Source: an optimization exercise on an open RTL-to-GDS flow (aim: small area and a short achievable clock period). Production flows keep margins and buffers that such runs may drop. At most, simulation tests tie the RTL to the original design; equivalence was not proved. The RTL of run 2 was laid out without a check of its function.

--- flow/design.v ---
module groove_sample_scheduler #(
    parameter int DEPTH = 4
) (
    input  logic        clk,
    input  logic        reset,
    input  logic        sync_start,
    input  logic [31:0] sig_time,
    input  logic        dir,
    input  logic [31:0] afll_ltr,
    input  logic [31:0] afll_rtl,
    input  logic        pos_valid,
    output logic        pos_ready,
    input  logic [15:0] pos_in,
    output logic        fire,
    output logic [31:0] fire_time,
    output logic        missed,
    output logic        busy
);
    localparam int AW = $clog2(DEPTH);
    localparam logic [AW:0] FULL = (AW+1)'(DEPTH);
    logic               started, st_m1, st_m2, st_wait, st_fire;
    logic               first, can_push;
    logic [15:0]        mem [DEPTH];
    logic [AW-1:0]      wr_ptr, rd_ptr;
    logic [AW:0]        count, count_nx;
    logic [31:0]        base, dur, target;
    logic [5:0]         dg_nx;
    logic [2:0]         b_one, b_two, b_neg;
    logic               c5;
    logic               xg, yg;      
    logic [31:0]        cr;
    logic               push, pop, st_ready, hit, m1_nx, m2_nx, wait_nx, fire_nx;
    logic [15:0]        head;
    logic [3:0]         head_nx;
    logic [31:0]        x, y;
    logic [37:0]        r;
    logic signed [31:0] d;
    assign st_ready  = started && !(st_m1 || st_m2 || st_wait || st_fire);
    assign pos_ready = can_push && !sync_start;
    assign push      = pos_valid && pos_ready;
    assign pop       = st_ready && (count != 0) && !sync_start;
    assign fire      = st_fire;
    assign fire_time = target;
    assign head    = mem[rd_ptr];
    assign head_nx = (push && wr_ptr == rd_ptr) ? pos_in[3:0] : head[3:0];
    assign dg_nx   = st_m1 ? {~head[15], head[14:10]} : pop ? head[9:4] : {head_nx, 2'b00};
    assign x = xg ? target : 32'd0;
    assign y = yg ? base : 32'd0;
    assign cr = c5 ? dur : 32'd0;
    wire pp1 = (((b_one[0] & dur[0])) ^ b_neg[0]);
    wire pp2 = (((b_one[0] & dur[1]) | (b_two[0] & dur[0])) ^ b_neg[0]);
    wire pp3 = (((b_one[0] & dur[2]) | (b_two[0] & dur[1])) ^ b_neg[0]);
    wire pp4 = (((b_one[0] & dur[3]) | (b_two[0] & dur[2])) ^ b_neg[0]);
    wire pp5 = (((b_one[0] & dur[4]) | (b_two[0] & dur[3])) ^ b_neg[0]);
    wire pp6 = (((b_one[0] & dur[5]) | (b_two[0] & dur[4])) ^ b_neg[0]);
    wire pp7 = (((b_one[0] & dur[6]) | (b_two[0] & dur[5])) ^ b_neg[0]);
    wire pp8 = (((b_one[0] & dur[7]) | (b_two[0] & dur[6])) ^ b_neg[0]);
    wire pp9 = (((b_one[0] & dur[8]) | (b_two[0] & dur[7])) ^ b_neg[0]);
    wire pp10 = (((b_one[0] & dur[9]) | (b_two[0] & dur[8])) ^ b_neg[0]);
    wire pp11 = (((b_one[0] & dur[10]) | (b_two[0] & dur[9])) ^ b_neg[0]);
    wire pp12 = (((b_one[0] & dur[11]) | (b_two[0] & dur[10])) ^ b_neg[0]);
    wire pp13 = (((b_one[0] & dur[12]) | (b_two[0] & dur[11])) ^ b_neg[0]);
    wire pp14 = (((b_one[0] & dur[13]) | (b_two[0] & dur[12])) ^ b_neg[0]);
    wire pp15 = (((b_one[0] & dur[14]) | (b_two[0] & dur[13])) ^ b_neg[0]);
    wire pp16 = (((b_one[0] & dur[15]) | (b_two[0] & dur[14])) ^ b_neg[0]);
    wire pp17 = (((b_one[0] & dur[16]) | (b_two[0] & dur[15])) ^ b_neg[0]);
    wire pp18 = (((b_one[0] & dur[17]) | (b_two[0] & dur[16])) ^ b_neg[0]);
    wire pp19 = (((b_one[0] & dur[18]) | (b_two[0] & dur[17])) ^ b_neg[0]);
    wire pp20 = (((b_one[0] & dur[19]) | (b_two[0] & dur[18])) ^ b_neg[0]);
    wire pp21 = (((b_one[0] & dur[20]) | (b_two[0] & dur[19])) ^ b_neg[0]);
    wire pp22 = (((b_one[0] & dur[21]) | (b_two[0] & dur[20])) ^ b_neg[0]);
    wire pp23 = (((b_one[0] & dur[22]) | (b_two[0] & dur[21])) ^ b_neg[0]);
    wire pp24 = (((b_one[0] & dur[23]) | (b_two[0] & dur[22])) ^ b_neg[0]);
    wire pp25 = (((b_one[0] & dur[24]) | (b_two[0] & dur[23])) ^ b_neg[0]);
    wire pp26 = (((b_one[0] & dur[25]) | (b_two[0] & dur[24])) ^ b_neg[0]);
    wire pp27 = (((b_one[0] & dur[26]) | (b_two[0] & dur[25])) ^ b_neg[0]);
    wire pp28 = (((b_one[0] & dur[27]) | (b_two[0] & dur[26])) ^ b_neg[0]);
    wire pp29 = (((b_one[0] & dur[28]) | (b_two[0] & dur[27])) ^ b_neg[0]);
    wire pp30 = (((b_one[0] & dur[29]) | (b_two[0] & dur[28])) ^ b_neg[0]);
    wire pp31 = (((b_one[0] & dur[30]) | (b_two[0] & dur[29])) ^ b_neg[0]);
    wire pp32 = (((b_one[0] & dur[31]) | (b_two[0] & dur[30])) ^ b_neg[0]);
    wire pp33 = (((b_two[0] & dur[31])) ^ b_neg[0]);
    wire pp34 = (((b_one[1] & dur[0])) ^ b_neg[1]);
    wire pp35 = (((b_one[1] & dur[1]) | (b_two[1] & dur[0])) ^ b_neg[1]);
    wire pp36 = (((b_one[1] & dur[2]) | (b_two[1] & dur[1])) ^ b_neg[1]);
    wire pp37 = (((b_one[1] & dur[3]) | (b_two[1] & dur[2])) ^ b_neg[1]);
    wire pp38 = (((b_one[1] & dur[4]) | (b_two[1] & dur[3])) ^ b_neg[1]);
    wire pp39 = (((b_one[1] & dur[5]) | (b_two[1] & dur[4])) ^ b_neg[1]);
    wire pp40 = (((b_one[1] & dur[6]) | (b_two[1] & dur[5])) ^ b_neg[1]);
    wire pp41 = (((b_one[1] & dur[7]) | (b_two[1] & dur[6])) ^ b_neg[1]);
    wire pp42 = (((b_one[1] & dur[8]) | (b_two[1] & dur[7])) ^ b_neg[1]);
    wire pp43 = (((b_one[1] & dur[9]) | (b_two[1] & dur[8])) ^ b_neg[1]);
    wire pp44 = (((b_one[1] & dur[10]) | (b_two[1] & dur[9])) ^ b_neg[1]);
    wire pp45 = (((b_one[1] & dur[11]) | (b_two[1] & dur[10])) ^ b_neg[1]);
    wire pp46 = (((b_one[1] & dur[12]) | (b_two[1] & dur[11])) ^ b_neg[1]);
    wire pp47 = (((b_one[1] & dur[13]) | (b_two[1] & dur[12])) ^ b_neg[1]);
    wire pp48 = (((b_one[1] & dur[14]) | (b_two[1] & dur[13])) ^ b_neg[1]);
    wire pp49 = (((b_one[1] & dur[15]) | (b_two[1] & dur[14])) ^ b_neg[1]);
    wire pp50 = (((b_one[1] & dur[16]) | (b_two[1] & dur[15])) ^ b_neg[1]);
    wire pp51 = (((b_one[1] & dur[17]) | (b_two[1] & dur[16])) ^ b_neg[1]);
    wire pp52 = (((b_one[1] & dur[18]) | (b_two[1] & dur[17])) ^ b_neg[1]);
    wire pp53 = (((b_one[1] & dur[19]) | (b_two[1] & dur[18])) ^ b_neg[1]);
    wire pp54 = (((b_one[1] & dur[20]) | (b_two[1] & dur[19])) ^ b_neg[1]);
    wire pp55 = (((b_one[1] & dur[21]) | (b_two[1] & dur[20])) ^ b_neg[1]);
    wire pp56 = (((b_one[1] & dur[22]) | (b_two[1] & dur[21])) ^ b_neg[1]);
    wire pp57 = (((b_one[1] & dur[23]) | (b_two[1] & dur[22])) ^ b_neg[1]);
    wire pp58 = (((b_one[1] & dur[24]) | (b_two[1] & dur[23])) ^ b_neg[1]);
    wire pp59 = (((b_one[1] & dur[25]) | (b_two[1] & dur[24])) ^ b_neg[1]);
    wire pp60 = (((b_one[1] & dur[26]) | (b_two[1] & dur[25])) ^ b_neg[1]);
    wire pp61 = (((b_one[1] & dur[27]) | (b_two[1] & dur[26])) ^ b_neg[1]);
    wire pp62 = (((b_one[1] & dur[28]) | (b_two[1] & dur[27])) ^ b_neg[1]);
    wire pp63 = (((b_one[1] & dur[29]) | (b_two[1] & dur[28])) ^ b_neg[1]);
    wire pp64 = (((b_one[1] & dur[30]) | (b_two[1] & dur[29])) ^ b_neg[1]);
    wire pp65 = (((b_one[1] & dur[31]) | (b_two[1] & dur[30])) ^ b_neg[1]);
    wire pp66 = (((b_two[1] & dur[31])) ^ b_neg[1]);
    wire pp67 = (((b_one[2] & dur[0])) ^ b_neg[2]);
    wire pp68 = (((b_one[2] & dur[1]) | (b_two[2] & dur[0])) ^ b_neg[2]);
    wire pp69 = (((b_one[2] & dur[2]) | (b_two[2] & dur[1])) ^ b_neg[2]);
    wire pp70 = (((b_one[2] & dur[3]) | (b_two[2] & dur[2])) ^ b_neg[2]);
    wire pp71 = (((b_one[2] & dur[4]) | (b_two[2] & dur[3])) ^ b_neg[2]);
    wire pp72 = (((b_one[2] & dur[5]) | (b_two[2] & dur[4])) ^ b_neg[2]);
    wire pp73 = (((b_one[2] & dur[6]) | (b_two[2] & dur[5])) ^ b_neg[2]);
    wire pp74 = (((b_one[2] & dur[7]) | (b_two[2] & dur[6])) ^ b_neg[2]);
    wire pp75 = (((b_one[2] & dur[8]) | (b_two[2] & dur[7])) ^ b_neg[2]);
    wire pp76 = (((b_one[2] & dur[9]) | (b_two[2] & dur[8])) ^ b_neg[2]);
    wire pp77 = (((b_one[2] & dur[10]) | (b_two[2] & dur[9])) ^ b_neg[2]);
    wire pp78 = (((b_one[2] & dur[11]) | (b_two[2] & dur[10])) ^ b_neg[2]);
    wire pp79 = (((b_one[2] & dur[12]) | (b_two[2] & dur[11])) ^ b_neg[2]);
    wire pp80 = (((b_one[2] & dur[13]) | (b_two[2] & dur[12])) ^ b_neg[2]);
    wire pp81 = (((b_one[2] & dur[14]) | (b_two[2] & dur[13])) ^ b_neg[2]);
    wire pp82 = (((b_one[2] & dur[15]) | (b_two[2] & dur[14])) ^ b_neg[2]);
    wire pp83 = (((b_one[2] & dur[16]) | (b_two[2] & dur[15])) ^ b_neg[2]);
    wire pp84 = (((b_one[2] & dur[17]) | (b_two[2] & dur[16])) ^ b_neg[2]);
    wire pp85 = (((b_one[2] & dur[18]) | (b_two[2] & dur[17])) ^ b_neg[2]);
    wire pp86 = (((b_one[2] & dur[19]) | (b_two[2] & dur[18])) ^ b_neg[2]);
    wire pp87 = (((b_one[2] & dur[20]) | (b_two[2] & dur[19])) ^ b_neg[2]);
    wire pp88 = (((b_one[2] & dur[21]) | (b_two[2] & dur[20])) ^ b_neg[2]);
    wire pp89 = (((b_one[2] & dur[22]) | (b_two[2] & dur[21])) ^ b_neg[2]);
    wire pp90 = (((b_one[2] & dur[23]) | (b_two[2] & dur[22])) ^ b_neg[2]);
    wire pp91 = (((b_one[2] & dur[24]) | (b_two[2] & dur[23])) ^ b_neg[2]);
    wire pp92 = (((b_one[2] & dur[25]) | (b_two[2] & dur[24])) ^ b_neg[2]);
    wire pp93 = (((b_one[2] & dur[26]) | (b_two[2] & dur[25])) ^ b_neg[2]);
    wire pp94 = (((b_one[2] & dur[27]) | (b_two[2] & dur[26])) ^ b_neg[2]);
    wire pp95 = (((b_one[2] & dur[28]) | (b_two[2] & dur[27])) ^ b_neg[2]);
    wire pp96 = (((b_one[2] & dur[29]) | (b_two[2] & dur[28])) ^ b_neg[2]);
    wire pp97 = (((b_one[2] & dur[30]) | (b_two[2] & dur[29])) ^ b_neg[2]);
    wire pp98 = (((b_one[2] & dur[31]) | (b_two[2] & dur[30])) ^ b_neg[2]);
    wire pp99 = (((b_two[2] & dur[31])) ^ b_neg[2]);
    wire s100 = b_neg[0] ^ x[0];
    wire c101 = b_neg[0] & x[0];
    wire s102 = x[1] ^ c101 ^ pp2;
    wire c103 = (x[1] & c101) | (x[1] & pp2) | (c101 & pp2);
    wire s104 = b_neg[1] ^ x[2] ^ pp3;
    wire c105 = (b_neg[1] & x[2]) | (b_neg[1] & pp3) | (x[2] & pp3);
    wire s106 = pp34 ^ c103 ^ s104;
    wire c107 = (pp34 & c103) | (pp34 & s104) | (c103 & s104);
    wire s108 = x[3] ^ pp4 ^ pp35;
    wire c109 = (x[3] & pp4) | (x[3] & pp35) | (pp4 & pp35);
    wire s110 = c105 ^ s108;
    wire c111 = c105 & s108;
    wire s112 = b_neg[2] ^ x[4] ^ pp5;
    wire c113 = (b_neg[2] & x[4]) | (b_neg[2] & pp5) | (x[4] & pp5);
    wire s114 = pp36 ^ pp67 ^ c109;
    wire c115 = (pp36 & pp67) | (pp36 & c109) | (pp67 & c109);
    wire s116 = s112 ^ c111 ^ s114;
    wire c117 = (s112 & c111) | (s112 & s114) | (c111 & s114);
    wire s118 = x[5] ^ pp6 ^ pp37;
    wire c119 = (x[5] & pp6) | (x[5] & pp37) | (pp6 & pp37);
    wire s120 = pp68 ^ c113 ^ s118;
    wire c121 = (pp68 & c113) | (pp68 & s118) | (c113 & s118);
    wire s122 = c115 ^ s120;
    wire c123 = c115 & s120;
    wire s124 = x[6] ^ y[0] ^ cr[0];
    wire c125 = (x[6] & y[0]) | (x[6] & cr[0]) | (y[0] & cr[0]);
    wire s126 = pp7 ^ pp38 ^ pp69;
    wire c127 = (pp7 & pp38) | (pp7 & pp69) | (pp38 & pp69);
    wire s128 = s124 ^ c119 ^ s126;
    wire c129 = (s124 & c119) | (s124 & s126) | (c119 & s126);
    wire s130 = c121 ^ s128;
    wire c131 = c121 & s128;
    wire s132 = x[7] ^ y[1] ^ cr[1];
    wire c133 = (x[7] & y[1]) | (x[7] & cr[1]) | (y[1] & cr[1]);
    wire s134 = pp8 ^ pp39 ^ pp70;
    wire c135 = (pp8 & pp39) | (pp8 & pp70) | (pp39 & pp70);
    wire s136 = c125 ^ s132 ^ c127;
    wire c137 = (c125 & s132) | (c125 & c127) | (s132 & c127);
    wire s138 = s134 ^ s136 ^ c129;
    wire c139 = (s134 & s136) | (s134 & c129) | (s136 & c129);
    wire s140 = x[8] ^ y[2] ^ cr[2];
    wire c141 = (x[8] & y[2]) | (x[8] & cr[2]) | (y[2] & cr[2]);
    wire s142 = pp9 ^ pp40 ^ pp71;
    wire c143 = (pp9 & pp40) | (pp9 & pp71) | (pp40 & pp71);
    wire s144 = c133 ^ s140 ^ c135;
    wire c145 = (c133 & s140) | (c133 & c135) | (s140 & c135);
    wire s146 = s142 ^ c137 ^ s144;
    wire c147 = (s142 & c137) | (s142 & s144) | (c137 & s144);
    wire s148 = x[9] ^ y[3] ^ cr[3];
    wire c149 = (x[9] & y[3]) | (x[9] & cr[3]) | (y[3] & cr[3]);
    wire s150 = pp10 ^ pp41 ^ pp72;
    wire c151 = (pp10 & pp41) | (pp10 & pp72) | (pp41 & pp72);
    wire s152 = c141 ^ s148 ^ c143;
    wire c153 = (c141 & s148) | (c141 & c143) | (s148 & c143);
    wire s154 = s150 ^ c145 ^ s152;
    wire c155 = (s150 & c145) | (s150 & s152) | (c145 & s152);
    wire s156 = x[10] ^ y[4] ^ cr[4];
    wire c157 = (x[10] & y[4]) | (x[10] & cr[4]) | (y[4] & cr[4]);
    wire s158 = pp11 ^ pp42 ^ pp73;
    wire c159 = (pp11 & pp42) | (pp11 & pp73) | (pp42 & pp73);
    wire s160 = c149 ^ s156 ^ c151;
    wire c161 = (c149 & s156) | (c149 & c151) | (s156 & c151);
    wire s162 = s158 ^ c153 ^ s160;
    wire c163 = (s158 & c153) | (s158 & s160) | (c153 & s160);
    wire s164 = x[11] ^ y[5] ^ cr[5];
    wire c165 = (x[11] & y[5]) | (x[11] & cr[5]) | (y[5] & cr[5]);
    wire s166 = pp12 ^ pp43 ^ pp74;
    wire c167 = (pp12 & pp43) | (pp12 & pp74) | (pp43 & pp74);
    wire s168 = c157 ^ s164 ^ c159;
    wire c169 = (c157 & s164) | (c157 & c159) | (s164 & c159);
    wire s170 = s166 ^ c161 ^ s168;
    wire c171 = (s166 & c161) | (s166 & s168) | (c161 & s168);
    wire s172 = x[12] ^ y[6] ^ cr[6];
    wire c173 = (x[12] & y[6]) | (x[12] & cr[6]) | (y[6] & cr[6]);
    wire s174 = pp13 ^ pp44 ^ pp75;
    wire c175 = (pp13 & pp44) | (pp13 & pp75) | (pp44 & pp75);
    wire s176 = c165 ^ s172 ^ c167;
    wire c177 = (c165 & s172) | (c165 & c167) | (s172 & c167);
    wire s178 = s174 ^ c169 ^ s176;
    wire c179 = (s174 & c169) | (s174 & s176) | (c169 & s176);
    wire s180 = x[13] ^ y[7] ^ cr[7];
    wire c181 = (x[13] & y[7]) | (x[13] & cr[7]) | (y[7] & cr[7]);
    wire s182 = pp14 ^ pp45 ^ pp76;
    wire c183 = (pp14 & pp45) | (pp14 & pp76) | (pp45 & pp76);
    wire s184 = c173 ^ s180 ^ c175;
    wire c185 = (c173 & s180) | (c173 & c175) | (s180 & c175);
    wire s186 = s182 ^ c177 ^ s184;
    wire c187 = (s182 & c177) | (s182 & s184) | (c177 & s184);
    wire s188 = x[14] ^ y[8] ^ cr[8];
    wire c189 = (x[14] & y[8]) | (x[14] & cr[8]) | (y[8] & cr[8]);
    wire s190 = pp15 ^ pp46 ^ pp77;
    wire c191 = (pp15 & pp46) | (pp15 & pp77) | (pp46 & pp77);
    wire s192 = c181 ^ s188 ^ c183;
    wire c193 = (c181 & s188) | (c181 & c183) | (s188 & c183);
    wire s194 = s190 ^ c185 ^ s192;
    wire c195 = (s190 & c185) | (s190 & s192) | (c185 & s192);
    wire s196 = x[15] ^ y[9] ^ cr[9];
    wire c197 = (x[15] & y[9]) | (x[15] & cr[9]) | (y[9] & cr[9]);
    wire s198 = pp16 ^ pp47 ^ pp78;
    wire c199 = (pp16 & pp47) | (pp16 & pp78) | (pp47 & pp78);
    wire s200 = c189 ^ s196 ^ c191;
    wire c201 = (c189 & s196) | (c189 & c191) | (s196 & c191);
    wire s202 = s198 ^ c193 ^ s200;
    wire c203 = (s198 & c193) | (s198 & s200) | (c193 & s200);
    wire s204 = x[16] ^ y[10] ^ cr[10];
    wire c205 = (x[16] & y[10]) | (x[16] & cr[10]) | (y[10] & cr[10]);
    wire s206 = pp17 ^ pp48 ^ pp79;
    wire c207 = (pp17 & pp48) | (pp17 & pp79) | (pp48 & pp79);
    wire s208 = c197 ^ s204 ^ c199;
    wire c209 = (c197 & s204) | (c197 & c199) | (s204 & c199);
    wire s210 = s206 ^ c201 ^ s208;
    wire c211 = (s206 & c201) | (s206 & s208) | (c201 & s208);
    wire s212 = x[17] ^ y[11] ^ cr[11];
    wire c213 = (x[17] & y[11]) | (x[17] & cr[11]) | (y[11] & cr[11]);
    wire s214 = pp18 ^ pp49 ^ pp80;
    wire c215 = (pp18 & pp49) | (pp18 & pp80) | (pp49 & pp80);
    wire s216 = c205 ^ s212 ^ c207;
    wire c217 = (c205 & s212) | (c205 & c207) | (s212 & c207);
    wire s218 = s214 ^ c209 ^ s216;
    wire c219 = (s214 & c209) | (s214 & s216) | (c209 & s216);
    wire s220 = x[18] ^ y[12] ^ cr[12];
    wire c221 = (x[18] & y[12]) | (x[18] & cr[12]) | (y[12] & cr[12]);
    wire s222 = pp19 ^ pp50 ^ pp81;
    wire c223 = (pp19 & pp50) | (pp19 & pp81) | (pp50 & pp81);
    wire s224 = c213 ^ s220 ^ c215;
    wire c225 = (c213 & s220) | (c213 & c215) | (s220 & c215);
    wire s226 = s222 ^ c217 ^ s224;
    wire c227 = (s222 & c217) | (s222 & s224) | (c217 & s224);
    wire s228 = x[19] ^ y[13] ^ cr[13];
    wire c229 = (x[19] & y[13]) | (x[19] & cr[13]) | (y[13] & cr[13]);
    wire s230 = pp20 ^ pp51 ^ pp82;
    wire c231 = (pp20 & pp51) | (pp20 & pp82) | (pp51 & pp82);
    wire s232 = c221 ^ s228 ^ c223;
    wire c233 = (c221 & s228) | (c221 & c223) | (s228 & c223);
    wire s234 = s230 ^ c225 ^ s232;
    wire c235 = (s230 & c225) | (s230 & s232) | (c225 & s232);
    wire s236 = x[20] ^ y[14] ^ cr[14];
    wire c237 = (x[20] & y[14]) | (x[20] & cr[14]) | (y[14] & cr[14]);
    wire s238 = pp21 ^ pp52 ^ pp83;
    wire c239 = (pp21 & pp52) | (pp21 & pp83) | (pp52 & pp83);
    wire s240 = c229 ^ s236 ^ c231;
    wire c241 = (c229 & s236) | (c229 & c231) | (s236 & c231);
    wire s242 = s238 ^ c233 ^ s240;
    wire c243 = (s238 & c233) | (s238 & s240) | (c233 & s240);
    wire s244 = x[21] ^ y[15] ^ cr[15];
    wire c245 = (x[21] & y[15]) | (x[21] & cr[15]) | (y[15] & cr[15]);
    wire s246 = pp22 ^ pp53 ^ pp84;
    wire c247 = (pp22 & pp53) | (pp22 & pp84) | (pp53 & pp84);
    wire s248 = c237 ^ s244 ^ c239;
    wire c249 = (c237 & s244) | (c237 & c239) | (s244 & c239);
    wire s250 = s246 ^ c241 ^ s248;
    wire c251 = (s246 & c241) | (s246 & s248) | (c241 & s248);
    wire s252 = x[22] ^ y[16] ^ cr[16];
    wire c253 = (x[22] & y[16]) | (x[22] & cr[16]) | (y[16] & cr[16]);
    wire s254 = pp23 ^ pp54 ^ pp85;
    wire c255 = (pp23 & pp54) | (pp23 & pp85) | (pp54 & pp85);
    wire s256 = c245 ^ s252 ^ c247;
    wire c257 = (c245 & s252) | (c245 & c247) | (s252 & c247);
    wire s258 = s254 ^ c249 ^ s256;
    wire c259 = (s254 & c249) | (s254 & s256) | (c249 & s256);
    wire s260 = x[23] ^ y[17] ^ cr[17];
    wire c261 = (x[23] & y[17]) | (x[23] & cr[17]) | (y[17] & cr[17]);
    wire s262 = pp24 ^ pp55 ^ pp86;
    wire c263 = (pp24 & pp55) | (pp24 & pp86) | (pp55 & pp86);
    wire s264 = c253 ^ s260 ^ c255;
    wire c265 = (c253 & s260) | (c253 & c255) | (s260 & c255);
    wire s266 = s262 ^ c257 ^ s264;
    wire c267 = (s262 & c257) | (s262 & s264) | (c257 & s264);
    wire s268 = x[24] ^ y[18] ^ cr[18];
    wire c269 = (x[24] & y[18]) | (x[24] & cr[18]) | (y[18] & cr[18]);
    wire s270 = pp25 ^ pp56 ^ pp87;
    wire c271 = (pp25 & pp56) | (pp25 & pp87) | (pp56 & pp87);
    wire s272 = c261 ^ s268 ^ c263;
    wire c273 = (c261 & s268) | (c261 & c263) | (s268 & c263);
    wire s274 = s270 ^ c265 ^ s272;
    wire c275 = (s270 & c265) | (s270 & s272) | (c265 & s272);
    wire s276 = x[25] ^ y[19] ^ cr[19];
    wire c277 = (x[25] & y[19]) | (x[25] & cr[19]) | (y[19] & cr[19]);
    wire s278 = pp26 ^ pp57 ^ pp88;
    wire c279 = (pp26 & pp57) | (pp26 & pp88) | (pp57 & pp88);
    wire s280 = c269 ^ s276 ^ c271;
    wire c281 = (c269 & s276) | (c269 & c271) | (s276 & c271);
    wire s282 = s278 ^ c273 ^ s280;
    wire c283 = (s278 & c273) | (s278 & s280) | (c273 & s280);
    wire s284 = x[26] ^ y[20] ^ cr[20];
    wire c285 = (x[26] & y[20]) | (x[26] & cr[20]) | (y[20] & cr[20]);
    wire s286 = pp27 ^ pp58 ^ pp89;
    wire c287 = (pp27 & pp58) | (pp27 & pp89) | (pp58 & pp89);
    wire s288 = c277 ^ s284 ^ c279;
    wire c289 = (c277 & s284) | (c277 & c279) | (s284 & c279);
    wire s290 = s286 ^ c281 ^ s288;
    wire c291 = (s286 & c281) | (s286 & s288) | (c281 & s288);
    wire s292 = x[27] ^ y[21] ^ cr[21];
    wire c293 = (x[27] & y[21]) | (x[27] & cr[21]) | (y[21] & cr[21]);
    wire s294 = pp28 ^ pp59 ^ pp90;
    wire c295 = (pp28 & pp59) | (pp28 & pp90) | (pp59 & pp90);
    wire s296 = c285 ^ s292 ^ c287;
    wire c297 = (c285 & s292) | (c285 & c287) | (s292 & c287);
    wire s298 = s294 ^ c289 ^ s296;
    wire c299 = (s294 & c289) | (s294 & s296) | (c289 & s296);
    wire s300 = x[28] ^ y[22] ^ cr[22];
    wire c301 = (x[28] & y[22]) | (x[28] & cr[22]) | (y[22] & cr[22]);
    wire s302 = pp29 ^ pp60 ^ pp91;
    wire c303 = (pp29 & pp60) | (pp29 & pp91) | (pp60 & pp91);
    wire s304 = c293 ^ s300 ^ c295;
    wire c305 = (c293 & s300) | (c293 & c295) | (s300 & c295);
    wire s306 = s302 ^ c297 ^ s304;
    wire c307 = (s302 & c297) | (s302 & s304) | (c297 & s304);
    wire s308 = x[29] ^ y[23] ^ cr[23];
    wire c309 = (x[29] & y[23]) | (x[29] & cr[23]) | (y[23] & cr[23]);
    wire s310 = pp30 ^ pp61 ^ pp92;
    wire c311 = (pp30 & pp61) | (pp30 & pp92) | (pp61 & pp92);
    wire s312 = c301 ^ s308 ^ c303;
    wire c313 = (c301 & s308) | (c301 & c303) | (s308 & c303);
    wire s314 = s310 ^ c305 ^ s312;
    wire c315 = (s310 & c305) | (s310 & s312) | (c305 & s312);
    wire s316 = x[30] ^ y[24] ^ cr[24];
    wire c317 = (x[30] & y[24]) | (x[30] & cr[24]) | (y[24] & cr[24]);
    wire s318 = pp31 ^ pp62 ^ pp93;
    wire c319 = (pp31 & pp62) | (pp31 & pp93) | (pp62 & pp93);
    wire s320 = c309 ^ s316 ^ c311;
    wire c321 = (c309 & s316) | (c309 & c311) | (s316 & c311);
    wire s322 = s318 ^ c313 ^ s320;
    wire c323 = (s318 & c313) | (s318 & s320) | (c313 & s320);
    wire s324 = x[31] ^ y[25] ^ cr[25];
    wire c325 = (x[31] & y[25]) | (x[31] & cr[25]) | (y[25] & cr[25]);
    wire s326 = pp32 ^ pp63 ^ pp94;
    wire c327 = (pp32 & pp63) | (pp32 & pp94) | (pp63 & pp94);
    wire s328 = c317 ^ s324 ^ c319;
    wire c329 = (c317 & s324) | (c317 & c319) | (s324 & c319);
    wire s330 = s326 ^ c321 ^ s328;
    wire c331 = (s326 & c321) | (s326 & s328) | (c321 & s328);
    wire s332 = y[26] ^ cr[26] ^ pp33;
    wire c333 = (y[26] & cr[26]) | (y[26] & pp33) | (cr[26] & pp33);
    wire s334 = pp64 ^ pp95 ^ c325;
    wire c335 = (pp64 & pp95) | (pp64 & c325) | (pp95 & c325);
    wire s336 = c327 ^ s332 ^ s334;
    wire c337 = (c327 & s332) | (c327 & s334) | (s332 & s334);
    wire s338 = c329 ^ s336;
    wire c339 = c329 & s336;
    wire s340 = 1'b1 ^ ~b_neg[0] ^ y[27];
    wire c341 = (1'b1 & ~b_neg[0]) | (1'b1 & y[27]) | (~b_neg[0] & y[27]);
    wire s342 = cr[27] ^ pp65 ^ pp96;
    wire c343 = (cr[27] & pp65) | (cr[27] & pp96) | (pp65 & pp96);
    wire s344 = s340 ^ c333 ^ c335;
    wire c345 = (s340 & c333) | (s340 & c335) | (c333 & c335);
    wire s346 = s342 ^ s344 ^ c337;
    wire c347 = (s342 & s344) | (s342 & c337) | (s344 & c337);
    wire s348 = 1'b1 ^ y[28] ^ cr[28];
    wire c349 = (1'b1 & y[28]) | (1'b1 & cr[28]) | (y[28] & cr[28]);
    wire s350 = pp66 ^ pp97 ^ c341;
    wire c351 = (pp66 & pp97) | (pp66 & c341) | (pp97 & c341);
    wire s352 = s348 ^ c343 ^ s350;
    wire c353 = (s348 & c343) | (s348 & s350) | (c343 & s350);
    wire s354 = c345 ^ s352;
    wire c355 = c345 & s352;
    wire s356 = ~b_neg[1] ^ y[29] ^ cr[29];
    wire c357 = (~b_neg[1] & y[29]) | (~b_neg[1] & cr[29]) | (y[29] & cr[29]);
    wire s358 = pp98 ^ c349 ^ s356;
    wire c359 = (pp98 & c349) | (pp98 & s356) | (c349 & s356);
    wire s360 = c351 ^ s358 ^ c353;
    wire c361 = (c351 & s358) | (c351 & c353) | (s358 & c353);
    wire s362 = 1'b1 ^ y[30] ^ cr[30];
    wire c363 = (1'b1 & y[30]) | (1'b1 & cr[30]) | (y[30] & cr[30]);
    wire s364 = pp99 ^ c357 ^ s362;
    wire c365 = (pp99 & c357) | (pp99 & s362) | (c357 & s362);
    wire s366 = c359 ^ s364;
    wire c367 = c359 & s364;
    wire s368 = ~b_neg[2] ^ y[31] ^ cr[31];
    wire s369 = c363 ^ s368 ^ c365;
    wire g370 = pp1 & s100;
    wire g371 = s102 & 1'b0;
    wire g372 = s106 & 1'b0;
    wire g373 = c107 & s110;
    wire g374 = s116 & 1'b0;
    wire g375 = c117 & s122;
    wire g376 = c123 & s130;
    wire g377 = c131 & s138;
    wire g378 = c139 & s146;
    wire g379 = c147 & s154;
    wire g380 = c155 & s162;
    wire g381 = c163 & s170;
    wire g382 = c171 & s178;
    wire g383 = c179 & s186;
    wire g384 = c187 & s194;
    wire g385 = c195 & s202;
    wire g386 = c203 & s210;
    wire g387 = c211 & s218;
    wire g388 = c219 & s226;
    wire g389 = c227 & s234;
    wire g390 = c235 & s242;
    wire g391 = c243 & s250;
    wire g392 = c251 & s258;
    wire g393 = c259 & s266;
    wire g394 = c267 & s274;
    wire g395 = c275 & s282;
    wire g396 = c283 & s290;
    wire g397 = c291 & s298;
    wire g398 = c299 & s306;
    wire g399 = c307 & s314;
    wire g400 = c315 & s322;
    wire g401 = c323 & s330;
    wire g402 = c331 & s338;
    wire g403 = c339 & s346;
    wire g404 = c347 & s354;
    wire g405 = c355 & s360;
    wire g406 = c361 & s366;
    wire g407 = c367 & s369;
    wire p408 = pp1 ^ s100;
    wire p409 = s102 ^ 1'b0;
    wire p410 = s106 ^ 1'b0;
    wire p411 = c107 ^ s110;
    wire p412 = s116 ^ 1'b0;
    wire p413 = c117 ^ s122;
    wire p414 = c123 ^ s130;
    wire p415 = c131 ^ s138;
    wire p416 = c139 ^ s146;
    wire p417 = c147 ^ s154;
    wire p418 = c155 ^ s162;
    wire p419 = c163 ^ s170;
    wire p420 = c171 ^ s178;
    wire p421 = c179 ^ s186;
    wire p422 = c187 ^ s194;
    wire p423 = c195 ^ s202;
    wire p424 = c203 ^ s210;
    wire p425 = c211 ^ s218;
    wire p426 = c219 ^ s226;
    wire p427 = c227 ^ s234;
    wire p428 = c235 ^ s242;
    wire p429 = c243 ^ s250;
    wire p430 = c251 ^ s258;
    wire p431 = c259 ^ s266;
    wire p432 = c267 ^ s274;
    wire p433 = c275 ^ s282;
    wire p434 = c283 ^ s290;
    wire p435 = c291 ^ s298;
    wire p436 = c299 ^ s306;
    wire p437 = c307 ^ s314;
    wire p438 = c315 ^ s322;
    wire p439 = c323 ^ s330;
    wire p440 = c331 ^ s338;
    wire p441 = c339 ^ s346;
    wire p442 = c347 ^ s354;
    wire p443 = c355 ^ s360;
    wire p444 = c361 ^ s366;
    wire p445 = c367 ^ s369;
    wire g446 = g371 | (p409 & g370);
    wire g447 = g372 | (p410 & g371);
    wire p448 = p410 & p409;
    wire g449 = g373 | (p411 & g372);
    wire p450 = p411 & p410;
    wire g451 = g374 | (p412 & g373);
    wire p452 = p412 & p411;
    wire g453 = g375 | (p413 & g374);
    wire p454 = p413 & p412;
    wire g455 = g376 | (p414 & g375);
    wire p456 = p414 & p413;
    wire g457 = g377 | (p415 & g376);
    wire p458 = p415 & p414;
    wire g459 = g378 | (p416 & g377);
    wire p460 = p416 & p415;
    wire g461 = g379 | (p417 & g378);
    wire p462 = p417 & p416;
    wire g463 = g380 | (p418 & g379);
    wire p464 = p418 & p417;
    wire g465 = g381 | (p419 & g380);
    wire p466 = p419 & p418;
    wire g467 = g382 | (p420 & g381);
    wire p468 = p420 & p419;
    wire g469 = g383 | (p421 & g382);
    wire p470 = p421 & p420;
    wire g471 = g384 | (p422 & g383);
    wire p472 = p422 & p421;
    wire g473 = g385 | (p423 & g384);
    wire p474 = p423 & p422;
    wire g475 = g386 | (p424 & g385);
    wire p476 = p424 & p423;
    wire g477 = g387 | (p425 & g386);
    wire p478 = p425 & p424;
    wire g479 = g388 | (p426 & g387);
    wire p480 = p426 & p425;
    wire g481 = g389 | (p427 & g388);
    wire p482 = p427 & p426;
    wire g483 = g390 | (p428 & g389);
    wire p484 = p428 & p427;
    wire g485 = g391 | (p429 & g390);
    wire p486 = p429 & p428;
    wire g487 = g392 | (p430 & g391);
    wire p488 = p430 & p429;
    wire g489 = g393 | (p431 & g392);
    wire p490 = p431 & p430;
    wire g491 = g394 | (p432 & g393);
    wire p492 = p432 & p431;
    wire g493 = g395 | (p433 & g394);
    wire p494 = p433 & p432;
    wire g495 = g396 | (p434 & g395);
    wire p496 = p434 & p433;
    wire g497 = g397 | (p435 & g396);
    wire p498 = p435 & p434;
    wire g499 = g398 | (p436 & g397);
    wire p500 = p436 & p435;
    wire g501 = g399 | (p437 & g398);
    wire p502 = p437 & p436;
    wire g503 = g400 | (p438 & g399);
    wire p504 = p438 & p437;
    wire g505 = g401 | (p439 & g400);
    wire p506 = p439 & p438;
    wire g507 = g402 | (p440 & g401);
    wire p508 = p440 & p439;
    wire g509 = g403 | (p441 & g402);
    wire p510 = p441 & p440;
    wire g511 = g404 | (p442 & g403);
    wire p512 = p442 & p441;
    wire g513 = g405 | (p443 & g404);
    wire p514 = p443 & p442;
    wire g515 = g406 | (p444 & g405);
    wire p516 = p444 & p443;
    wire g517 = g407 | (p445 & g406);
    wire p518 = p445 & p444;
    wire g519 = g447 | (p448 & g370);
    wire g520 = g449 | (p450 & g446);
    wire g521 = g451 | (p452 & g447);
    wire p522 = p452 & p448;
    wire g523 = g453 | (p454 & g449);
    wire p524 = p454 & p450;
    wire g525 = g455 | (p456 & g451);
    wire p526 = p456 & p452;
    wire g527 = g457 | (p458 & g453);
    wire p528 = p458 & p454;
    wire g529 = g459 | (p460 & g455);
    wire p530 = p460 & p456;
    wire g531 = g461 | (p462 & g457);
    wire p532 = p462 & p458;
    wire g533 = g463 | (p464 & g459);
    wire p534 = p464 & p460;
    wire g535 = g465 | (p466 & g461);
    wire p536 = p466 & p462;
    wire g537 = g467 | (p468 & g463);
    wire p538 = p468 & p464;
    wire g539 = g469 | (p470 & g465);
    wire p540 = p470 & p466;
    wire g541 = g471 | (p472 & g467);
    wire p542 = p472 & p468;
    wire g543 = g473 | (p474 & g469);
    wire p544 = p474 & p470;
    wire g545 = g475 | (p476 & g471);
    wire p546 = p476 & p472;
    wire g547 = g477 | (p478 & g473);
    wire p548 = p478 & p474;
    wire g549 = g479 | (p480 & g475);
    wire p550 = p480 & p476;
    wire g551 = g481 | (p482 & g477);
    wire p552 = p482 & p478;
    wire g553 = g483 | (p484 & g479);
    wire p554 = p484 & p480;
    wire g555 = g485 | (p486 & g481);
    wire p556 = p486 & p482;
    wire g557 = g487 | (p488 & g483);
    wire p558 = p488 & p484;
    wire g559 = g489 | (p490 & g485);
    wire p560 = p490 & p486;
    wire g561 = g491 | (p492 & g487);
    wire p562 = p492 & p488;
    wire g563 = g493 | (p494 & g489);
    wire p564 = p494 & p490;
    wire g565 = g495 | (p496 & g491);
    wire p566 = p496 & p492;
    wire g567 = g497 | (p498 & g493);
    wire p568 = p498 & p494;
    wire g569 = g499 | (p500 & g495);
    wire p570 = p500 & p496;
    wire g571 = g501 | (p502 & g497);
    wire p572 = p502 & p498;
    wire g573 = g503 | (p504 & g499);
    wire p574 = p504 & p500;
    wire g575 = g505 | (p506 & g501);
    wire p576 = p506 & p502;
    wire g577 = g507 | (p508 & g503);
    wire p578 = p508 & p504;
    wire g579 = g509 | (p510 & g505);
    wire p580 = p510 & p506;
    wire g581 = g511 | (p512 & g507);
    wire p582 = p512 & p508;
    wire g583 = g513 | (p514 & g509);
    wire p584 = p514 & p510;
    wire g585 = g515 | (p516 & g511);
    wire p586 = p516 & p512;
    wire g587 = g517 | (p518 & g513);
    wire p588 = p518 & p514;
    wire g589 = g521 | (p522 & g370);
    wire g590 = g523 | (p524 & g446);
    wire g591 = g525 | (p526 & g519);
    wire g592 = g527 | (p528 & g520);
    wire g593 = g529 | (p530 & g521);
    wire p594 = p530 & p522;
    wire g595 = g531 | (p532 & g523);
    wire p596 = p532 & p524;
    wire g597 = g533 | (p534 & g525);
    wire p598 = p534 & p526;
    wire g599 = g535 | (p536 & g527);
    wire p600 = p536 & p528;
    wire g601 = g537 | (p538 & g529);
    wire p602 = p538 & p530;
    wire g603 = g539 | (p540 & g531);
    wire p604 = p540 & p532;
    wire g605 = g541 | (p542 & g533);
    wire p606 = p542 & p534;
    wire g607 = g543 | (p544 & g535);
    wire p608 = p544 & p536;
    wire g609 = g545 | (p546 & g537);
    wire p610 = p546 & p538;
    wire g611 = g547 | (p548 & g539);
    wire p612 = p548 & p540;
    wire g613 = g549 | (p550 & g541);
    wire p614 = p550 & p542;
    wire g615 = g551 | (p552 & g543);
    wire p616 = p552 & p544;
    wire g617 = g553 | (p554 & g545);
    wire p618 = p554 & p546;
    wire g619 = g555 | (p556 & g547);
    wire p620 = p556 & p548;
    wire g621 = g557 | (p558 & g549);
    wire p622 = p558 & p550;
    wire g623 = g559 | (p560 & g551);
    wire p624 = p560 & p552;
    wire g625 = g561 | (p562 & g553);
    wire p626 = p562 & p554;
    wire g627 = g563 | (p564 & g555);
    wire p628 = p564 & p556;
    wire g629 = g565 | (p566 & g557);
    wire p630 = p566 & p558;
    wire g631 = g567 | (p568 & g559);
    wire p632 = p568 & p560;
    wire g633 = g569 | (p570 & g561);
    wire p634 = p570 & p562;
    wire g635 = g571 | (p572 & g563);
    wire p636 = p572 & p564;
    wire g637 = g573 | (p574 & g565);
    wire p638 = p574 & p566;
    wire g639 = g575 | (p576 & g567);
    wire p640 = p576 & p568;
    wire g641 = g577 | (p578 & g569);
    wire p642 = p578 & p570;
    wire g643 = g579 | (p580 & g571);
    wire p644 = p580 & p572;
    wire g645 = g581 | (p582 & g573);
    wire p646 = p582 & p574;
    wire g647 = g583 | (p584 & g575);
    wire p648 = p584 & p576;
    wire g649 = g585 | (p586 & g577);
    wire p650 = p586 & p578;
    wire g651 = g587 | (p588 & g579);
    wire p652 = p588 & p580;
    wire g653 = g593 | (p594 & g370);
    wire g654 = g595 | (p596 & g446);
    wire g655 = g597 | (p598 & g519);
    wire g656 = g599 | (p600 & g520);
    wire g657 = g601 | (p602 & g589);
    wire g658 = g603 | (p604 & g590);
    wire g659 = g605 | (p606 & g591);
    wire g660 = g607 | (p608 & g592);
    wire g661 = g609 | (p610 & g593);
    wire p662 = p610 & p594;
    wire g663 = g611 | (p612 & g595);
    wire p664 = p612 & p596;
    wire g665 = g613 | (p614 & g597);
    wire p666 = p614 & p598;
    wire g667 = g615 | (p616 & g599);
    wire p668 = p616 & p600;
    wire g669 = g617 | (p618 & g601);
    wire p670 = p618 & p602;
    wire g671 = g619 | (p620 & g603);
    wire p672 = p620 & p604;
    wire g673 = g621 | (p622 & g605);
    wire p674 = p622 & p606;
    wire g675 = g623 | (p624 & g607);
    wire p676 = p624 & p608;
    wire g677 = g625 | (p626 & g609);
    wire p678 = p626 & p610;
    wire g679 = g627 | (p628 & g611);
    wire p680 = p628 & p612;
    wire g681 = g629 | (p630 & g613);
    wire p682 = p630 & p614;
    wire g683 = g631 | (p632 & g615);
    wire p684 = p632 & p616;
    wire g685 = g633 | (p634 & g617);
    wire p686 = p634 & p618;
    wire g687 = g635 | (p636 & g619);
    wire p688 = p636 & p620;
    wire g689 = g637 | (p638 & g621);
    wire p690 = p638 & p622;
    wire g691 = g639 | (p640 & g623);
    wire p692 = p640 & p624;
    wire g693 = g641 | (p642 & g625);
    wire p694 = p642 & p626;
    wire g695 = g643 | (p644 & g627);
    wire p696 = p644 & p628;
    wire g697 = g645 | (p646 & g629);
    wire p698 = p646 & p630;
    wire g699 = g647 | (p648 & g631);
    wire p700 = p648 & p632;
    wire g701 = g649 | (p650 & g633);
    wire p702 = p650 & p634;
    wire g703 = g651 | (p652 & g635);
    wire p704 = p652 & p636;
    wire g705 = g661 | (p662 & g370);
    wire g706 = g663 | (p664 & g446);
    wire g707 = g665 | (p666 & g519);
    wire g708 = g667 | (p668 & g520);
    wire g709 = g669 | (p670 & g589);
    wire g710 = g671 | (p672 & g590);
    wire g711 = g673 | (p674 & g591);
    wire g712 = g675 | (p676 & g592);
    wire g713 = g677 | (p678 & g653);
    wire g714 = g679 | (p680 & g654);
    wire g715 = g681 | (p682 & g655);
    wire g716 = g683 | (p684 & g656);
    wire g717 = g685 | (p686 & g657);
    wire g718 = g687 | (p688 & g658);
    wire g719 = g689 | (p690 & g659);
    wire g720 = g691 | (p692 & g660);
    wire g721 = g693 | (p694 & g661);
    wire p722 = p694 & p662;
    wire g723 = g695 | (p696 & g663);
    wire p724 = p696 & p664;
    wire g725 = g697 | (p698 & g665);
    wire p726 = p698 & p666;
    wire g727 = g699 | (p700 & g667);
    wire p728 = p700 & p668;
    wire g729 = g701 | (p702 & g669);
    wire p730 = p702 & p670;
    wire g731 = g703 | (p704 & g671);
    wire p732 = p704 & p672;
    wire g733 = g721 | (p722 & g370);
    wire g734 = g723 | (p724 & g446);
    wire g735 = g725 | (p726 & g519);
    wire g736 = g727 | (p728 & g520);
    wire g737 = g729 | (p730 & g589);
    wire g738 = g731 | (p732 & g590);
    assign r[0] = p408;
    assign r[1] = p409 ^ g370;
    assign r[2] = p410 ^ g446;
    assign r[3] = p411 ^ g519;
    assign r[4] = p412 ^ g520;
    assign r[5] = p413 ^ g589;
    assign r[6] = p414 ^ g590;
    assign r[7] = p415 ^ g591;
    assign r[8] = p416 ^ g592;
    assign r[9] = p417 ^ g653;
    assign r[10] = p418 ^ g654;
    assign r[11] = p419 ^ g655;
    assign r[12] = p420 ^ g656;
    assign r[13] = p421 ^ g657;
    assign r[14] = p422 ^ g658;
    assign r[15] = p423 ^ g659;
    assign r[16] = p424 ^ g660;
    assign r[17] = p425 ^ g705;
    assign r[18] = p426 ^ g706;
    assign r[19] = p427 ^ g707;
    assign r[20] = p428 ^ g708;
    assign r[21] = p429 ^ g709;
    assign r[22] = p430 ^ g710;
    assign r[23] = p431 ^ g711;
    assign r[24] = p432 ^ g712;
    assign r[25] = p433 ^ g713;
    assign r[26] = p434 ^ g714;
    assign r[27] = p435 ^ g715;
    assign r[28] = p436 ^ g716;
    assign r[29] = p437 ^ g717;
    assign r[30] = p438 ^ g718;
    assign r[31] = p439 ^ g719;
    assign r[32] = p440 ^ g720;
    assign r[33] = p441 ^ g733;
    assign r[34] = p442 ^ g734;
    assign r[35] = p443 ^ g735;
    assign r[36] = p444 ^ g736;
    assign r[37] = p445 ^ g737;
    assign d   = sig_time - target;
    assign hit = !d[31];
    assign count_nx = sync_start ? '0 : count + (AW+1)'(push) - (AW+1)'(pop);
    assign m1_nx    = pop;
    assign m2_nx    = st_m1 && !sync_start;
    assign wait_nx  = (st_m2 || (st_wait && !hit)) && !sync_start;
    assign fire_nx  = st_wait && hit && !sync_start;
    always_ff @(posedge clk)
        if (push) mem[wr_ptr] <= pos_in;
    always_ff @(posedge clk) begin
        if (sync_start) begin
            base <= sig_time;
            dur  <= dir ? afll_rtl : afll_ltr;
        end
        if (!(st_wait || st_fire)) target <= r[37:6];
        for (int j = 0; j < 3; j++) begin
            b_neg[j] <= dg_nx[2*j+1];
            b_one[j] <= dg_nx[2*j] ^ (j == 0 ? 1'b0 : dg_nx[2*j-1]);
            b_two[j] <= dg_nx[2*j+1] ? !(dg_nx[2*j] || (j == 0 ? 1'b0 : dg_nx[2*j-1]))
                                     : (dg_nx[2*j] && (j == 0 ? 1'b0 : dg_nx[2*j-1]));
        end
        c5 <= dg_nx[5];
        first <= st_m2;
    end
    always_ff @(posedge clk or posedge reset) begin
        if (reset) begin
            started  <= 1'b0;
            can_push <= 1'b0;
            st_m1    <= 1'b0;
            st_m2    <= 1'b0;
            st_wait  <= 1'b0;
            st_fire  <= 1'b0;
            xg       <= 1'b0;
            yg       <= 1'b0;
            missed   <= 1'b0;
            busy     <= 1'b0;
            wr_ptr   <= '0;
            rd_ptr   <= '0;
            count    <= '0;
        end else begin
            started  <= started || sync_start;
            can_push <= sync_start || (started && !(!pop && (count == FULL
                                                             || (count == FULL - 1 && push))));
            count    <= count_nx;
            st_m1    <= m1_nx;
            st_m2    <= m2_nx;
            st_wait  <= wait_nx;
            st_fire  <= fire_nx;
            xg       <= m1_nx || m2_nx;
            yg       <= m2_nx;
            busy     <= !sync_start && (push || count != 0 || st_m1 || st_m2 || st_wait);
            missed   <= st_wait && hit && !sync_start && first && (sig_time != target);
            if (sync_start) begin
                wr_ptr <= '0;
                rd_ptr <= '0;
            end else begin
                if (push) wr_ptr <= wr_ptr + 1'b1;
                if (st_m1) rd_ptr <= rd_ptr + 1'b1;
            end
        end
    end
endmodule
--- flow/constraint.sdc ---
create_clock -name core_clock -period 9.0 [get_ports {clk}]
set_input_delay 1.8000 -clock core_clock [delete_from_list [all_inputs] [get_ports {clk}]]
set_output_delay 1.8000 -clock core_clock [all_outputs]
set_load 0.01 [all_outputs]
--- flow/flow/run.sh ---
#!/bin/bash
# The standard layout (the standard.sh: ORFS synthesis, floorplan, power grid,
# placement, CTS and routing) with two changes:
#  - synthesis skips the generic ABC pass that Yosys's synth runs before the adder
#    extraction (SYNTH_ARGS=-noabc), so the full adders are extracted from the RTL's own
#    adder tree without inverters between them; the liberty-mapped ABC pass still runs,
#    and the registers are the same as the standard synthesis's;
#  - the port buffers are inserted as buf_1 cells rather than the larger cell the
#    resizer picks by default; timing repair still resizes them as needed.
set -euo pipefail
export SYNTH_ARGS="-noabc"
export BUFFER_PORTS_ARGS="-buffer_cell sky130_fd_sc_hd__buf_1"
bash standard.sh > standard.log 2>&1
--- flow/standard.sh ---
#!/bin/bash
# synth_recipe.tcl (not shown) runs the flow's synth.tcl, then flattens the netlist and writes it again
# the make line also repeats each setting of config.mk as NAME=value (left out here)
make -C /OpenROAD-flow-scripts/flow DESIGN_CONFIG=/design/flow/config.mk WORK_HOME=/design/flow/orfs CLKGATE_MAP_FILE= SYNTH_SCRIPT=/design/flow/synth_recipe.tcl "${@:-finish}"
--- flow/config.mk ---
export PLATFORM = sky130hd
export DESIGN_NAME = groove_sample_scheduler
export DESIGN_NICKNAME = groove_sample_scheduler
export VERILOG_FILES = /design/flow/design.v
export SDC_FILE = /design/flow/constraint.sdc
export NUM_CORES = 4
export LEC_CHECK = 0
export ABC_AREA = 1
export CAP_MARGIN = 20
export CORE_MARGIN = 2
export CORE_UTILIZATION = 40
export PLACE_DENSITY = 0.8
export SETUP_SLACK_MARGIN = 4.8
export SLEW_MARGIN = 20
export TNS_END_PERCENT = 100
==> impl_metrics.yaml, run 1 <==
outcome:
  status: "complete, no violations"
synth:
  yosysSeqAreaShare_pct: 34.9
  synthCells: 1688
  synth_fp_nets: 2014
  syn_area_sq_mm: 0.0155
  synth-edff-count: 160
  yosys.area.top_type: "edfxtp_1"
  synth_top_area_share_pct: 31.0
  ys_ff_latch: 186
  ys.warnings.count: 1
  async_flop_share_pct: 8.60
  synth_area_leaders: "edfxtp_1 31%, fa_1 16%, nand2_1 8.5%, ha_1 6.8%, xor2_1 6.6%"
  synth_cell_type_count: 49
  synth_ff_type: "edfxtp_1"
  syn_avg_cell_area_sq_um: 9.17
timing:
  fmax_ghz: 0.240
  min_period_ns: 4.17
  finClkSkew_ns: 0.0170
  rsz0062_at_grt: "yes"
  finalSetupViolCount: 0
  hold_violations: 0
  worst_pin_slew_ns: 0.898
  final-max-slew-violation-count: 0
  fin_crit_sh_pct: 46.3
  finalSetupTns_ns: 0
  slew_headroom_pct: 40.1
die:
  core.rowCount: 72
  die-width_microns: 201
  dieArea_sq_mm: 0.0403
  ios: 153
  start_util_pct: 40.3
  core_area_sq_mm: 0.0384
  die_y_microns: 201
routing:
  ant_nets: 0
  drc: 0
  wl_per_cell_microns: 18.6
  num_vias: 12632
  wirelength_microns: 44300
  drt_iter0_drc: 1193
  firstDrtPassIters: 5
  via_per_inst: 5.31
layout:
  layout_common_cells: "337 x nand2_1, 258 x inv_1, 160 x edfxtp_1"
  layout_commonest_cell: "nand2_1"
  final_area_sq_mm: 0.0180
  area_growth_pct: 16.3
  nets: 2175
  drive_above_1_share_pct: 13.0
clock_network:
  htreeDepth: 4
  cts_sinks: 186
  clk_path_buf_depth: 2
  insertion_delay_ns: 0.47
  root_buffer: "clkbuf_16"
  cts_buffers: 17
  clkSlewWorstSetupHoldPaths_ns: 0.07
  cts_tree: "done"
grt:
  grt_pass1_wl_microns: 69200
  track_usage_pct: 22.1
  grt_max_degree: 65
  grt_overflow: 0
  grt_pass1_vias: 12949
  grt_antenna_before_repair: 2
worst_setup_path:
  reg2regPathDepth: 15
  r2r-start: "b_neg[0]"
  r2r_end: "target[28]"
  worst_setup_path_start_kind: "input pin"
  path_max_fanout: 3
  crit_path_end_kind: "output pin"
  crit_type: "input pin to output pin"
  required_ns: 7.20
  rrSetupSlack_ns: 4.91
  critical_path_arrival_ns: 2.37
worst_hold_path:
  hold_class: "flip-flop to flip-flop"
  hold_depth: 2
  min_from: "first"
  whs_endpoint: "missed"
placement:
  dp_hpwl_microns: 31800
  place_area_sq_mm: 0.0166
  routabilityCongestion: 0.913
  portBuffers: 152
job:
  cap_violations: 0
-- stage by stage --
step                std cells  worst slack, ns  hold slack (ns)  util [%]
finish                   2380             4.83            0.442      46.9
global route             2379             4.75            0.463      46.9
CTS                      2367             4.79            0.440      45.5
detailed placement       2318             4.18            0.429      43.1
global placement         2318             4.27            0.431      43.1
floorplan                1688             5.15            0.342         -
-- final cells by class --
class,instances,area [sq um]
antenna,1,2.50
clock buffer,18,429
clock inverter,13,174
timing repair inverter,2,15.0
timing repair buffer,196,1100
tap,518,648
inverter,273,1040
multi-input combinational,1173,9160
sequential,186,5430
fill,3580,20400
-- worst max-delay path: stages --
cell	delay, ns
clkbuf_8	0.15
buf_16	0.15
nor2_8	0.12
buf_2	0.14
-- cells in the mapped netlist (9+ instances only) --
library cell,number
a21oi_1,65
buf_2,21
clkbuf_1,26
dfrtp_1,16
dfxtp_1,10
edfxtp_1,160
fa_1,125
ha_1,84
inv_1,262
mux2_2,24
nand2_1,349
nand2_2,11
nand3_1,43
nand4_1,10
nor2_1,120
o21ai_0,45
o21ai_1,9
o21bai_1,12
o22ai_1,102
xor2_1,117
-- cells by family after synthesis --
| kind of cell | after synthesis | share of synthesized area [%] |
|---|---|---|
| DFF | 186 | 34.9 |
| AOI/OAI and AO/OA | 254 | 9.67 |
| buffers and inverters | 329 | 8.42 |
| muxes | 32 | 2.33 |
| and+or+nand+nor | 558 | 14.9 |
| adders and majority gates | 209 | 23.0 |
| xor gates and xnor gates | 120 | 6.79 |
-- repair_timing --
item	in CTS	in global routing
cloned	4	0
gates resized for setup	27	112
buffers inserted	14	11
pin swaps	2	9
endpoints found under the hold margin	0	0
endpoints found under the setup margin	33	28
hold buffers	0	0
-- registers in the layout, indices dropped and copies added (netlist names), 2 cells and up --
| name | flops |
|---|---|
| target | 32 |
| b_neg | 3 |
| base | 32 |
| b_one | 3 |
| mem | 64 |
| wr_ptr | 2 |
| rd_ptr | 2 |
| b_two | 3 |
| dur | 32 |
| count | 3 |
-- worst max path at each step --
stage | endpoint | cells after the start | start
after detailed placement | target[28] | 14 | b_one[0]
after global placement | target[21] | 14 | b_one[0]
after global routing | target[24] | 15 | b_one[0]
final | pos_ready | 4 | sync_start
after CTS | target[21] | 17 | b_one[0]
after floorplan | pos_ready | 2 | sync_start
-- layer usage --
metal | wire (microns) | global-route usage (%) | part of all wire [%] | up-vias
li1 | - | - | - | 5831
met1 | 17900 | 28.0 | 40 | 6082
met2 | 21400 | 36.9 | 48 | 624
met3 | 3750 | 5.52 | 8.5 | 93
met4 | 1250 | 7.78 | 2.8 | 2
met5 | 13 | 0 | 0.029 | -
==> inputs of run 2 (changes only) <==
--- a/flow/design.v
+++ b/flow/design.v
@@ -23,7 +23,7 @@
     logic [15:0]        mem [DEPTH];
     logic [AW-1:0]      wr_ptr, rd_ptr;
     logic [AW:0]        count, count_nx;
-    logic [31:0]        base, dur, target;
+    logic [31:0]        base, dur, durn, target;
     logic [5:0]         dg_nx;
     logic [2:0]         b_one, b_two, b_neg;
     logic               c5;
@@ -46,6 +46,7 @@
     assign dg_nx   = st_m1 ? {~head[15], head[14:10]} : pop ? head[9:4] : {head_nx, 2'b00};
     assign x = xg ? target : 32'd0;
     assign y = yg ? base : 32'd0;
+    assign dur = ~durn;    
     assign cr = c5 ? dur : 32'd0;
     wire pp1 = (((b_one[0] & dur[0])) ^ b_neg[0]);
     wire pp2 = (((b_one[0] & dur[1]) | (b_two[0] & dur[0])) ^ b_neg[0]);
@@ -835,7 +836,7 @@
     always_ff @(posedge clk) begin
         if (sync_start) begin
             base <= sig_time;
-            dur  <= dir ? afll_rtl : afll_ltr;
+            durn <= ~(dir ? afll_rtl : afll_ltr);
         end
         if (!(st_wait || st_fire)) target <= r[37:6];
         for (int j = 0; j < 3; j++) begin
==> run 2 against run 1 <==
  * Sequential share of layout area down 0.41 points
  * Highest routed layer is now met4
  * Clock skew fell by 0.0047 ns
  * Worst setup slack got worse by 0.017 ns
  * Design area rose by 1.6%
  * Flip-flop and latch count did not move
  * Die area is 1.8% lower
  * Still clean
==> impl_metrics.yaml, run 2 <==
synth:
  synth_cell_type_count: 50
  synth_fp_nets: 1931
  synth-edff-count: 160
  synth_common_cells: "287 x nand2_1, 201 x inv_1, 160 x edfxtp_1, 135 x nor2_1, 125 x fa_1"
  synth_area_leaders: "edfxtp_1 32%, fa_1 16%, nand2_1 7.1%, ha_1 6.9%, xor2_1 6.6%"
  synth.most_common_cell: "nand2_1"
  ys_ff_latch: 186
  yosysSeqAreaShare_pct: 35.6
  synth_ff_type: "edfxtp_1"
  async_flop_share_pct: 8.60
  ys.warnings.count: 1
  yosys.area.top_type: "edfxtp_1"
  synthCells: 1605
  synth_top_area_share_pct: 31.6
  syn_avg_cell_area_sq_um: 9.47
  syn_area_sq_mm: 0.0152
worst_setup_path:
  max_stage_delay_ns: 0.54
  required_ns: 9.22
  path_max_fanout: 10
  crit_type: "flip-flop to flip-flop"
  worst_setup_path_start_kind: "flip-flop"
  cpMaxStageDelayCell: "fa_1"
  crit_path_end_kind: "flip-flop"
  cp_cell_sequence: "clkinvlp_4 > buf_4 > o22ai_1 > xor2_1 > fa_1 > fa_1 > fa_1 > ha_4 > nand2_1 > nor2_2 > nand2_1 > nor2_4 > nand4_1 > nand4_1 > nand2_1"
  critical_path_arrival_ns: 4.41
grt:
  track_usage_pct: 24.7
  grt_pass1_wl_microns: 71900
  grt_antenna_before_repair: 0
  grt_overflow: 0
  grt_pass1_vias: 12647
  grt_max_degree: 55
timing:
  final-max-slew-violation-count: 0
  finalSetupViolCount: 0
  rsz0062_at_grt: "yes"
  fin_crit_sh_pct: 46.5
  slew_headroom_pct: 30.5
  hold_violations: 0
  finalSetupTns_ns: 0
  finClkSkew_ns: 0.0123
  min_period_ns: 4.19
  worst_pin_slew_ns: 1.04
  fmax_ghz: 0.239
  setup_slack_ns: 4.81
placement:
  dp_hpwl_microns: 36100
  routabilityCongestion: 1.00
  pre_cts_ws_ns: 3.82
  portBuffers: 152
layout:
  layout_common_cells: "270 x nand2_1, 193 x inv_1, 160 x edfxtp_1"
  drive_above_1_share_pct: 16.2
  largest_register: "mem"
  layout_commonest_cell: "nand2_1"
  largest_register_ffs: 64
  fill_cells: 3401
  area_growth_pct: 20.3
  diodes: 0
  nets: 2120
clock_network:
  htreeDepth: 4
  clk_path_buf_depth: 2
  cts_buffers: 17
  cts_tree: "done"
  clkSlewWorstSetupHoldPaths_ns: 0.08
  insertion_delay_ns: 0.47
  root_buffer: "clkbuf_16"
  cts_sinks: 186
  hold_buffers: 0
outcome:
  status: "complete, no violations"
die:
  ios: 153
  core_area_sq_mm: 0.0376
  die_y_microns: 199
  start_util_pct: 40.4
  die-width_microns: 199
  dieArea_sq_mm: 0.0396
  core.rowCount: 71
routing:
  via_per_inst: 5.50
  drc: 0
  wirelength_microns: 49600
  drt_iter0_drc: 1253
  wl_per_cell_microns: 21.4
  num_vias: 12757
  ant_nets: 0
  firstDrtPassIters: 6
worst_hold_path:
  hold_class: "flip-flop to flip-flop"
job:
  cap_violations: 0
[run 2: changes by cell type in the layout (fill, tap and decap cells not counted), moves of 10 or more]
cell     change
nor2_1      +10
nand2_1     -67
ha_4        +18
ha_1        -11
buf_4       +23
mux2i_1     +32
mux2_2      -24
inv_1       -65
[run 2: layout make-up]
type                            count  area [sq um]  area share (%)
Inverter                          206           807            4.42
Timing Repair inverter              7          52.6           0.288
Clock buffer                       17           425            2.33
Sequential cell                   186          5440            29.8
Clock inverter                     15           205            1.12
Timing Repair Buffer              219          1250            6.87
Tap cell                          511           639            3.50
Multi-Input combinational cell   1157          9450            51.7
[run 2: critical path, delay by kind of cell (launching register included)]
family	cells	cell delay, ns
adder cells (fa/ha/maj)	4	1.85
XOR/XNOR	1	0.12
buffers and inverters	2	0.31
flip-flops	1	0.42
AND/OR/NAND/NOR	7	1.06
AO/OA/AOI/OAI	1	0.19
[run 2: final timing paths]
kind / startpoint / to / slack [ns] / cells past startpoint
worst min register to register: first / missed / 0.47 / 2
max in group asynchronous: reset / count[1] / 7.22 / 2
worst max-delay path: b_one[0] / target[30] / 4.81 / 15
worst min-delay path: first / missed / 0.47 / 2
min in group asynchronous: reset / xg / 1.38 / 2
worst max register to register: b_one[0] / target[30] / 4.81 / 15
[run 2: stage by stage]
step           util [%]  cell area [sq um]  hold WS [ns]  instances
3_5_place_dp       43.2              16200         0.455       2223
2_1_floorplan         -              15200         0.368       1605
4_1_cts            46.3              17400         0.466       2293
3_3_place_gp       43.2              16200         0.447       2223
6_report           48.6              18300         0.472       2318
5_1_grt            48.6              18300         0.497       2318
[run 2: what timing repair did]
item                                    4_1_cts  5_1_grt
endpoints found under the setup margin       33       29
gates resized for setup                      55      152
buffers inserted                             30       24
pin swaps                                     3       38
cloned                                        8        1
[run 2: cell families (layout without fill, tap and decap cells)]
| kind of cell | after synthesis | in the layout | synth area share, % |
|---|---|---|---|
| compound gates | 267 | 267 | 10.2 |
| xor+xnor | 122 | 122 | 7.03 |
| fa+ha+maj | 209 | 209 | 23.4 |
| buf+inv | 262 | 464 | 6.84 |
| flops | 186 | 186 | 35.6 |
| mux | 32 | 32 | 2.11 |
| simple gates | 527 | 527 | 14.9 |
[run 2: layer usage]
| layer | global-route usage [%] | routed length (microns) | vias up |
|---|---|---|---|
| met5 | 0 | 0 | - |
| met4 | 12.0 | 2510 | 0 |
| met3 | 5.65 | 3940 | 137 |
| met2 | 42.8 | 24700 | 657 |
| met1 | 29.0 | 18500 | 6220 |
| li1 | - | - | 5743 |

-- what the ideal ports hide --
The results above use ideal ports. As a check the final layouts listed here were re-extracted and re-timed, cells and wires unchanged. Step 1 (the two cells are an assumption about what drives the block):
set clk [get_ports {clk}]
set_driving_cell -lib_cell sky130_fd_sc_hd__clkbuf_16 $clk
set_driving_cell -lib_cell sky130_fd_sc_hd__buf_2 [delete_from_list [all_inputs] $clk]
Step 2 times the ports against the registers' clock, not the clock port: input delays grow and output delays shrink by t, the midpoint of the rising clock arrivals with the driver on. Slacks: ideal ports / drivers / drivers and shift; pairs: ideal ports / drivers.
run | t, ns | setup WS [ns] | worst slew at a driven data input, ns
run 1 | 0.514 | 4.830 / 4.800 / 4.800 | 0.08
run 2 | 0.516 | 4.813 / 4.802 / 4.802 | 0.06
After both steps every run listed still meets setup and hold. The setup slack of run 1, which loses most, moves by -0.030 ns with the drivers and by -0.030 ns with both steps.
